Context: an optimization exercise on an open-source flow, tuned for small area. The choices shown serve that exercise and are no tape-out recipe.
In this exercise RTL edits were held to simulation tests only and were not proved equivalent to the original.
Power and IR drop assume default switching activity.

==> design/flow/run.sh <==
#!/bin/bash
# synth_recipe.tcl (not shown) runs the flow's synth.tcl, then flattens the netlist and writes it again
# the make line also repeats each setting of config.mk as NAME=value (left out here)
make -C /OpenROAD-flow-scripts/flow DESIGN_CONFIG=/design/flow/config.mk WORK_HOME=/design/flow/orfs CLKGATE_MAP_FILE= SYNTH_SCRIPT=/design/flow/synth_recipe.tcl finish
==> design/flow/config.mk <==
export PLATFORM = sky130hd
export DESIGN_NAME = game_top
export DESIGN_NICKNAME = game_top
export VERILOG_FILES = /design/flow/design.v
export SDC_FILE = /design/flow/constraint.sdc
export NUM_CORES = 4
export LEC_CHECK = 0
export CAP_MARGIN = 20
export CORE_MARGIN = 2
export CORE_UTILIZATION = 40
export SLEW_MARGIN = 20
==> design/flow/constraint.sdc <==
create_clock -name core_clock -period 6.0 [get_ports {clk}]
set_input_delay 1.2000 -clock core_clock [delete_from_list [all_inputs] [get_ports {clk}]]
set_output_delay 1.2000 -clock core_clock [all_outputs]
set_load 0.01 [all_outputs]
==> design/flow/design.v <==
`default_nettype none
package game_pkg;
    localparam int screen_width  = 640;
    localparam int screen_height = 480;
    localparam int w_x           = 10;
    localparam int w_y           = 9;
    localparam int target_size   = 32;
    localparam int torpedo_size  = 8;
    localparam int n_targets      = 4;
    localparam int hits_per_level = 4;
    localparam int target_speed   = 2;     
    localparam int torpedo_speed  = 2;
    localparam int w_v            = 6;     
    localparam int spawn_x0     = 64;
    localparam int spawn_x_step = 128;
    localparam int spawn_y0     = 48;
    localparam int spawn_y_step = 32;
    localparam int torpedo_start_x = 316;
    localparam int torpedo_start_y = 416;
    localparam int rgb_width = 3;
    localparam logic [rgb_width-1:0] rgb_background = 3'b000;
    localparam logic [rgb_width-1:0] rgb_target     = 3'b100;
    localparam logic [rgb_width-1:0] rgb_torpedo    = 3'b011;
    localparam int w_box = 2 * w_x + 2 * w_y;
    localparam int w_load = 1 + w_x + w_y + 2 * w_v;
    localparam int w_pixel = w_x + w_y + 1;
    localparam int w_steer = 4;
endpackage
`default_nettype wire
`default_nettype none
module game_top (
    input  logic        clk,
    input  logic        rst,
    input  logic        frame_tick,
    input  logic        launch_key,
    input  logic [3:0]  steer,
    input  logic [19:0] beam,
    output logic [2:0]  rgb,
    output logic [15:0] target_count
);
    logic [8:1] txh [4];      
    logic [7:1] tyh [4];      
    logic [3:0] tp;           
    logic [3:0] tl;           
    logic [3:0] tu;           
    logic [8:0] px;
    logic [7:0] py;
    logic       flying;
    logic       collision;
    logic [2:0] hits;         
    logic [1:0] lvl;          
    logic       fresh;        
    logic       rgb_tgt;
    logic       rgb_tor;
    logic [3:0] en;
    logic [3:0] move;
    logic [3:0] hx;
    logic [3:0] hy;
    logic [3:0] overlap;
    logic [3:0] on_tgt;
    logic       on_tor;
    logic       off_screen;
    logic       restart;
    logic       load;
    logic [8:0] bx;
    logic [7:0] by;
    logic       display_on;
    assign bx         = beam[19:11];
    assign by         = beam[9:2];
    assign display_on = beam[0];
    assign en   = {&lvl, lvl[1], |lvl, 1'b1};
    assign load = rst || collision;
    logic [4:0] bxh_m1;       
    logic [3:0] byh_m1;       
    logic [6:0] bxq_m1;       
    logic [5:0] byq_m1;       
    logic [9:0] pxa;          
    logic [8:0] pxb;          
    logic [8:0] pya;          
    logic [7:0] pyb;          
    dec_n #(5) u_bxh (.a(bx[8:4]), .y(bxh_m1));
    dec_n #(4) u_byh (.a(by[7:4]), .y(byh_m1));
    dec_n #(7) u_bxq (.a(bx[8:2]), .y(bxq_m1));
    dec_n #(6) u_byq (.a(by[7:2]), .y(byq_m1));
    add3_n  #(9) u_pxa (.a(px), .y(pxa));
    sub15_n #(9) u_pxb (.a(px), .y(pxb));
    add3_n  #(8) u_pya (.a(py), .y(pya));
    sub15_n #(8) u_pyb (.a(py), .y(pyb));
    for (genvar i = 0; i < 4; i++) begin : g_target
        localparam logic [8:0] sx = 9'(32 + 64 * i);
        localparam logic [7:0] sy = 8'(24 + 16 * i);
        localparam logic       sl = (i % 2) != 0;
        logic [8:0] x;
        logic [7:0] y;
        logic [9:1] cx;
        logic [8:1] cy;
        logic [8:1] x_mv;
        logic [7:1] y_mv;
        assign x = {txh[i], tp[i]};
        assign y = {tyh[i], tp[i]};
        assign move[i] = frame_tick && en[i] && !(fresh && lvl == 2'(i));
        assign hx[i] = tl[i] ? x[8:1] == 8'd0 : (x[8] & x[5] & x[3] & x[2] & x[1] & x[0]);
        assign hy[i] = tu[i] ? y[7:1] == 7'd0
                             : (y[7] & y[6] & y[4] & y[3] & y[2] & y[1] & y[0]);
        always_comb begin
            cx[1] = move[i] && (x[0] ^ tl[i]);
            for (int k = 1; k < 9; k++) begin
                x_mv[k]  = x[k] ^ cx[k];
                cx[k+1]  = cx[k] && (x[k] ^ tl[i]);
            end
            cy[1] = move[i] && (y[0] ^ tu[i]);
            for (int k = 1; k < 8; k++) begin
                y_mv[k]  = y[k] ^ cy[k];
                cy[k+1]  = cy[k] && (y[k] ^ tu[i]);
            end
        end
        always_ff @(posedge clk) begin
            if (load) begin
                txh[i] <= sx[8:1];
                tyh[i] <= sy[7:1];
                tp[i]  <= 1'b0;
                tl[i]  <= sl;
                tu[i]  <= 1'b0;
            end else begin
                txh[i] <= x_mv;
                tyh[i] <= y_mv;
                tp[i]  <= tp[i] ^ move[i];
                tl[i]  <= tl[i] ^ (move[i] && hx[i]);
                tu[i]  <= tu[i] ^ (move[i] && hy[i]);
            end
        end
        logic ax_lt, bx_lt, ay_lt, by_lt;
        lt_n #(10) u_cax (.a(pxa), .b({1'b0, x}), .y(ax_lt));
        lt_n #(9)  u_cbx (.a(x), .b(pxb), .y(bx_lt));
        lt_n #(9)  u_cay (.a(pya), .b({1'b0, y}), .y(ay_lt));
        lt_n #(8)  u_cby (.a(y), .b(pyb), .y(by_lt));
        assign overlap[i] = en[i] && !ax_lt && !bx_lt && !ay_lt && !by_lt;
        logic ox, oy;
        win_n #(5, 4) u_wx (.b(bx), .b_hi_m1(bxh_m1), .t(x), .y(ox));
        win_n #(4, 4) u_wy (.b(by), .b_hi_m1(byh_m1), .t(y), .y(oy));
        assign on_tgt[i] = en[i] && ox && oy;
    end
    assign off_screen = (px[8] & px[5] & px[4] & px[3] & px[2] & px[0])
                      | (py[7] & py[6] & py[5] & py[3] & py[2] & py[0]);
    assign restart    = collision || off_screen;
    always_ff @(posedge clk or posedge rst) begin
        if (rst) begin
            flying <= 1'b0;
        end else if (restart) begin
            flying <= 1'b0;
        end else if (launch_key) begin
            flying <= 1'b1;
        end
    end
    logic       mvx;
    logic       mvy;
    logic       dnx;
    logic       dny;
    logic [9:0] cpx;
    logic [8:0] cpy;
    logic [8:0] px_mv;
    logic [7:0] py_mv;
    assign mvx = frame_tick && flying && (steer[2] ^ steer[3]);
    assign dnx = steer[3];
    assign mvy = frame_tick && flying && (steer[0] ^ steer[1]);
    assign dny = steer[0];
    always_comb begin
        cpx[0] = mvx;
        for (int k = 0; k < 9; k++) begin
            px_mv[k]  = px[k] ^ cpx[k];
            cpx[k+1]  = cpx[k] && (px[k] ^ dnx);
        end
        cpy[0] = mvy;
        for (int k = 0; k < 8; k++) begin
            py_mv[k]  = py[k] ^ cpy[k];
            cpy[k+1]  = cpy[k] && (py[k] ^ dny);
        end
    end
    always_ff @(posedge clk) begin
        if (rst || restart) begin
            px <= 9'd158;
            py <= 8'd208;
        end else begin
            px <= px_mv;
            py <= py_mv;
        end
    end
    logic otx, oty;
    win_n #(7, 2) u_wtx (.b(bx), .b_hi_m1(bxq_m1), .t(px), .y(otx));
    win_n #(6, 2) u_wty (.b(by), .b_hi_m1(byq_m1), .t(py), .y(oty));
    assign on_tor = !(px[8] & px[7]) && !(py[7] & py[6] & py[5] & py[4]) && otx && oty;
    logic [3:0] bounce;
    logic [2:0] new_hits;
    logic [2:0] low_sum;      
    logic [15:2] tc_c;        
    logic [15:0] tc_next;
    logic       advance;
    assign bounce = move & (hx | hy);
    always_comb begin
        logic s0, c0, s1, c1;
        s0 = bounce[0] ^ bounce[1];
        c0 = bounce[0] & bounce[1];
        s1 = bounce[2] ^ bounce[3];
        c1 = bounce[2] & bounce[3];
        new_hits[0] = s0 ^ s1;
        new_hits[1] = c0 ^ c1 ^ (s0 & s1);
        new_hits[2] = c0 & c1;
    end
    always_comb begin
        logic c;
        low_sum[0] = target_count[0] ^ hits[0];
        c          = target_count[0] & hits[0];
        low_sum[1] = target_count[1] ^ hits[1] ^ c;
        c          = (target_count[1] & hits[1]) | (c & (target_count[1] ^ hits[1]));
        low_sum[2] = c | hits[2];     
        tc_c[2] = low_sum[2];
        for (int k = 2; k < 15; k++) begin
            tc_c[k+1] = tc_c[k] && target_count[k];
        end
        tc_next[1:0] = low_sum[1:0];
        for (int k = 2; k < 16; k++) begin
            tc_next[k] = target_count[k] ^ tc_c[k];
        end
    end
    assign advance = low_sum[2] && !(lvl[1] && lvl[0]);
    always_ff @(posedge clk or posedge rst) begin
        if (rst) begin
            collision    <= 1'b0;
            hits         <= '0;
            target_count <= '0;
            lvl          <= '0;
            fresh        <= 1'b0;
            rgb_tgt      <= 1'b0;
            rgb_tor      <= 1'b0;
        end else begin
            collision <= |overlap;
            hits      <= collision ? 3'd0 : new_hits;
            rgb_tgt   <= display_on && !on_tor && |on_tgt;
            rgb_tor   <= display_on && on_tor;
            if (collision) begin
                target_count <= '0;
                lvl          <= '0;
                fresh        <= 1'b0;
            end else begin
                target_count <= tc_next;
                fresh        <= advance;
                lvl          <= {lvl[1] ^ (advance && lvl[0]), lvl[0] ^ advance};
            end
        end
    end
    assign rgb = {rgb_tgt, rgb_tor, rgb_tor};
endmodule
module lt_n #(
    parameter int N = 4
) (
    input  logic [N-1:0] a,
    input  logic [N-1:0] b,
    output logic         y
);
    always_comb begin
        y = 1'b0;
        for (int k = 0; k < N; k++) begin
            y = a[k] ? (b[k] && y) : (b[k] || y);
        end
    end
endmodule
module dec_n #(
    parameter int N = 4
) (
    input  logic [N-1:0] a,
    output logic [N-1:0] y
);
    always_comb begin
        logic b;
        b = 1'b1;
        for (int k = 0; k < N; k++) begin
            y[k] = a[k] ^ b;
            b    = b && !a[k];
        end
    end
endmodule
module add3_n #(
    parameter int N = 4
) (
    input  logic [N-1:0] a,
    output logic [N:0]   y
);
    always_comb begin
        logic c;
        y[0] = !a[0];
        c    = a[0];
        y[1] = !(a[1] ^ c);
        c    = a[1] || c;
        for (int k = 2; k < N; k++) begin
            y[k] = a[k] ^ c;
            c    = a[k] && c;
        end
        y[N] = c;
    end
endmodule
module sub15_n #(
    parameter int N = 4
) (
    input  logic [N-1:0] a,
    output logic [N-1:0] y
);
    logic [N-1:0] d;
    logic         c;
    always_comb begin
        logic b;
        c = 1'b1;
        for (int k = 0; k < 4; k++) begin
            d[k] = a[k] ^ c;
            c    = a[k] && c;
        end
        b = !c;
        for (int k = 4; k < N; k++) begin
            d[k] = a[k] ^ b;
            b    = b && !a[k];
        end
        y = b ? '0 : d;
    end
endmodule
module win_n #(
    parameter int H = 5,
    parameter int L = 4
) (
    input  logic [H+L-1:0] b,
    input  logic [H-1:0]   b_hi_m1,
    input  logic [H+L-1:0] t,
    output logic           y
);
    logic lo_lt;
    lt_n #(L) u_lo (.a(b[L-1:0]), .b(t[L-1:0]), .y(lo_lt));
    assign y = lo_lt ? b_hi_m1 == t[H+L-1:L] : b[H+L-1:L] == t[H+L-1:L];
endmodule
`default_nettype wire
==> impl_metrics.ini <==
[finish]
n_fill_cell = 2535
drive_gt1_share_pct = 4.73
final_util_pct = 45.2
nets = 1429
area_growth_pct = 10.8
diodes = 0
fin_cells = 1684

[yosys]
synth_nets = 1461
syn_area_mm2 = 0.0103
yosys_warnings = 16
seq_area_frac_synth_pct = 23.7
yosysTopAreaCellShare_pct = 17.4
synth-edff-count = 0
async_reset_ff_share_pct = 22.6
synth_top_flop_cell = dfxtp_1
synth_cell_types = 77
syn_area_per_cell_um2 = 7.48
ys_top_cells_by_area = dfxtp_1 17%, xnor2_1 8.0%, ha_1 7.2%, dfrtp_1 6.3%, nor2_1 5.0%
synth_top_cell_by_area = dfxtp_1
synth_seq_cells = 115
synthCells = 1373

[route]
num_vias = 9787
drtIter0Drc = 969
drc = 0
routedWlPerCell_um = 18.4
drtAntennaViolNets = 0
wirelength_mm = 31.0
vias_per_cell = 5.81
drtPass1Iterations = 5

[clocking]
post_cts_buffers = 0
clkLatencyLatePin_ns = 0.44
cts_tree = built
cts_resized = 0
clockBufferDepth = 2
clockRootBuffer = clkbuf_16
htreeDepth = 4
clock-sinks = 115
clkSlewWorstSetupHoldPaths_ns = 0.07
hold_buffers = 0
numCtsBuffers = 17

[floorplan]
fp.dieW_um = 164
initial_utilization_pct = 40.8
num_io_pins = 47
core_area_mm2 = 0.0252
die_area_mm2 = 0.0270
rows = 58
die_h_um = 164

[timing]
clock_skew_ns = 0.0137
rsz0062_at_grt = false
slew_violations = 0
hold_viol_final = 0
timing.fmax_ghz = 0.238
setup_slack_ns = 1.79
fin_setup_tns_ns = 0
worst_pin_slew_ns = 0.986
fin_crit_ns = 4.21
relSlewSlack_pct = 34.3
finalCritPeriodShare_pct = 70.2
finalSetupViolCount = 0

[global_routing]
grt_usage_pct = 23.4
antenna_found_initial = 0
grt_max_degree = 54
met2_usage_pct = 36.7
grt_pass1_wl_mm = 48.8
overflow = 0
grt_pass1_vias = 8965
busiest_layer = met2
grt_use_met3_pct = 3.69
grt_use_met1_pct = 32.1

[place]
place_ws_ns = 1.60
dp_cells = 1652
gp_congestion = 0.932
place_hpwl_mm = 23.6
io_buffer_count = 44

[setup_path]
crit_top_cell = ha_1
critPathLaunchType = flop
rrSetupSlack_ns = 1.79
cp-end-kind = flop
cpMaxStageDelayCell = dfxtp_1
critical_path_class = flop to flop
cp.arrival_ns = 4.53
crit_chain = inv_1 > ha_1 > inv_1 > ha_1 > ha_1 > ha_1 > ha_1 > ha_1 > ha_1 > ha_1 > a221oi_1 > o221ai_1 > o311ai_0 > o32ai_1 > a211o_1
crit_fanout = 18
crit_required_ns = 6.32
max_stage_delay_ns = 0.53

[pwr]
powerDensity_mw_per_mm2 = 190
vdd_drop_max_v = 0.000166
p_leak_nw = 4.39

[flow_run]
cap_viol_max_count = 0

[worst_hold_path]
hp-class = flop to flop

[status]
status = complete, no violations
==> logic make-up after synthesis <==
family / count (synthesis) / share of synthesized area, %
AO/OA/AOI/OAI: 323 / 20.5
buffers and inverters: 200 / 7.59
multiplexers: 21 / 2.12
adder cells (fa/ha/maj): 108 / 12.1
XOR/XNOR: 138 / 11.8
AND/OR/NAND/NOR: 468 / 22.2
flip-flops: 115 / 23.7
==> critical path, delay by kind of cell (launching register included) <==
family / cells / cell delay, ns
adder cells (fa/ha/maj): 8 / 1.72
flip-flops: 1 / 0.53
AO/OA/AOI/OAI: 5 / 1.66
buffers and inverters: 2 / 0.18
==> registers in the layout, summed over array words and instances, names as in the netlist <==
register and count:
target_count 16, flying 1, rgb_tor 1, txh 32
hits 3, px 9, fresh 1, tu 4
collision 1, py 8, tl 4, tyh 28
tp 4, rgb_tgt 1, lvl 2
==> report_power, final <==
part | leakage (nW) | internal [mW] | total [mW] | switching [mW]
logic | 3.01 | 0.108 | 0.273 | 0.165
clock network | 0.299 | 0.666 | 1.10 | 0.435
registers | 1.08 | 0.772 | 0.792 | 0.0197
total | 4.39 | 1.55 | 2.17 | 0.620
==> synthesized netlist by cell type, types with 6 or more instances <==
master / number
nand4_1: 12
nor2b_1: 34
nand2_1: 103
a21oi_1: 87
dfxtp_1: 89
and3_1: 19
mux2i_1: 18
buf_2: 8
nand2b_1: 30
o221ai_1: 8
o22ai_1: 18
a22oi_1: 7
nand3_1: 39
inv_1: 96
nor4_1: 12
o21ai_0: 88
nor2_1: 136
maj3_1: 42
a2111oi_0: 7
a221oi_1: 12
nor3_1: 29
a211oi_1: 6
clkbuf_1: 85
or3_1: 30
o211ai_1: 8
a31oi_1: 12
xor2_1: 44
ha_1: 59
xnor2_1: 94
maj3_2: 6
dfrtp_1: 26
==> layout make-up <==
cell class / instances / area (um^2) / area share, %
Clock buffer: 17 / 425 / 3.74
Clock inverter: 15 / 198 / 1.74
Multi-Input combinational cell: 1058 / 7050 / 62.0
Sequential cell: 115 / 2430 / 21.4
Inverter: 101 / 379 / 3.33
Timing Repair Buffer: 48 / 470 / 4.14
Tap cell: 330 / 413 / 3.63
==> per-layer routing <==
metal	share of wire, %	wire length (um)	vias up
met1	46	14200	4639
met5	0	0	-
met3	6.7	2060	52
li1	-	-	4749
met2	44	13800	347
met4	3.1	970	0
==> path summary, 6_finish.rpt <==
kind	startpoint	to	depth (start not counted)
setup / recovery	px[0]$_SDFF_PP0_	collision$_DFF_PP0_	15
hold / removal	flying$_DFFE_PP0P_	flying$_DFFE_PP0P_	1
setup reg to reg	px[0]$_SDFF_PP0_	collision$_DFF_PP0_	15
hold reg to reg	flying$_DFFE_PP0P_	flying$_DFFE_PP0P_	1
max in group asynchronous	rst	target_count[1]$_DFF_PP0_	2
min in group asynchronous	rst	lvl[1]$_DFF_PP0_	2
==> through the flow <==
stage	area (um^2)	power, mW	hold slack, ns
floorplan	10300	0.989	0.464
global route	11400	2.24	0.537
global placement	10700	1.07	0.473
finish	11400	2.17	0.507
detailed placement	10700	1.08	0.496
CTS	11400	2.17	0.511
==> cells in the final DEF, fill, tap and decap left out, drive strengths merged, types with 26 or more instances in the layout <==
master,n
nand2,103
dfxtp,89
xor2,44
nand2b,30
maj3,48
ha,59
nor2b,35
dfrtp,26
xnor2,94
inv,107
nand3,39
nor2,136
clkdlybuf4s50,44
o21ai,89
or3,30
nor3,29
a21oi,87

==> afterwards: timing with drivers on the ports <==
In the flow no input, the clock included, has a driving cell. The finished layout below was timed again as built, in two steps.
Step 1 (the two cells are an assumption about what drives the block):
set clk [get_ports {clk}]
set_driving_cell -lib_cell sky130_fd_sc_hd__clkbuf_16 $clk
set_driving_cell -lib_cell sky130_fd_sc_hd__buf_2 [delete_from_list [all_inputs] $clk]
Step 2 also shifts input and output timing later by t, the mid clock arrival at the registers, as if the neighbouring blocks saw the same clock.
Three values: ideal, step 1, step 2; two values: the first two.
t, ns: 0.483
setup WS [ns]: 1.790 / 1.790 / 1.496
worst hold slack (ns): 0.507 / 0.507 / 0.507
worst setup path at the end: input to register
After both steps this run still meets setup and hold. The setup slack of this run moves by 0.000 ns with the drivers and by -0.294 ns with both steps.
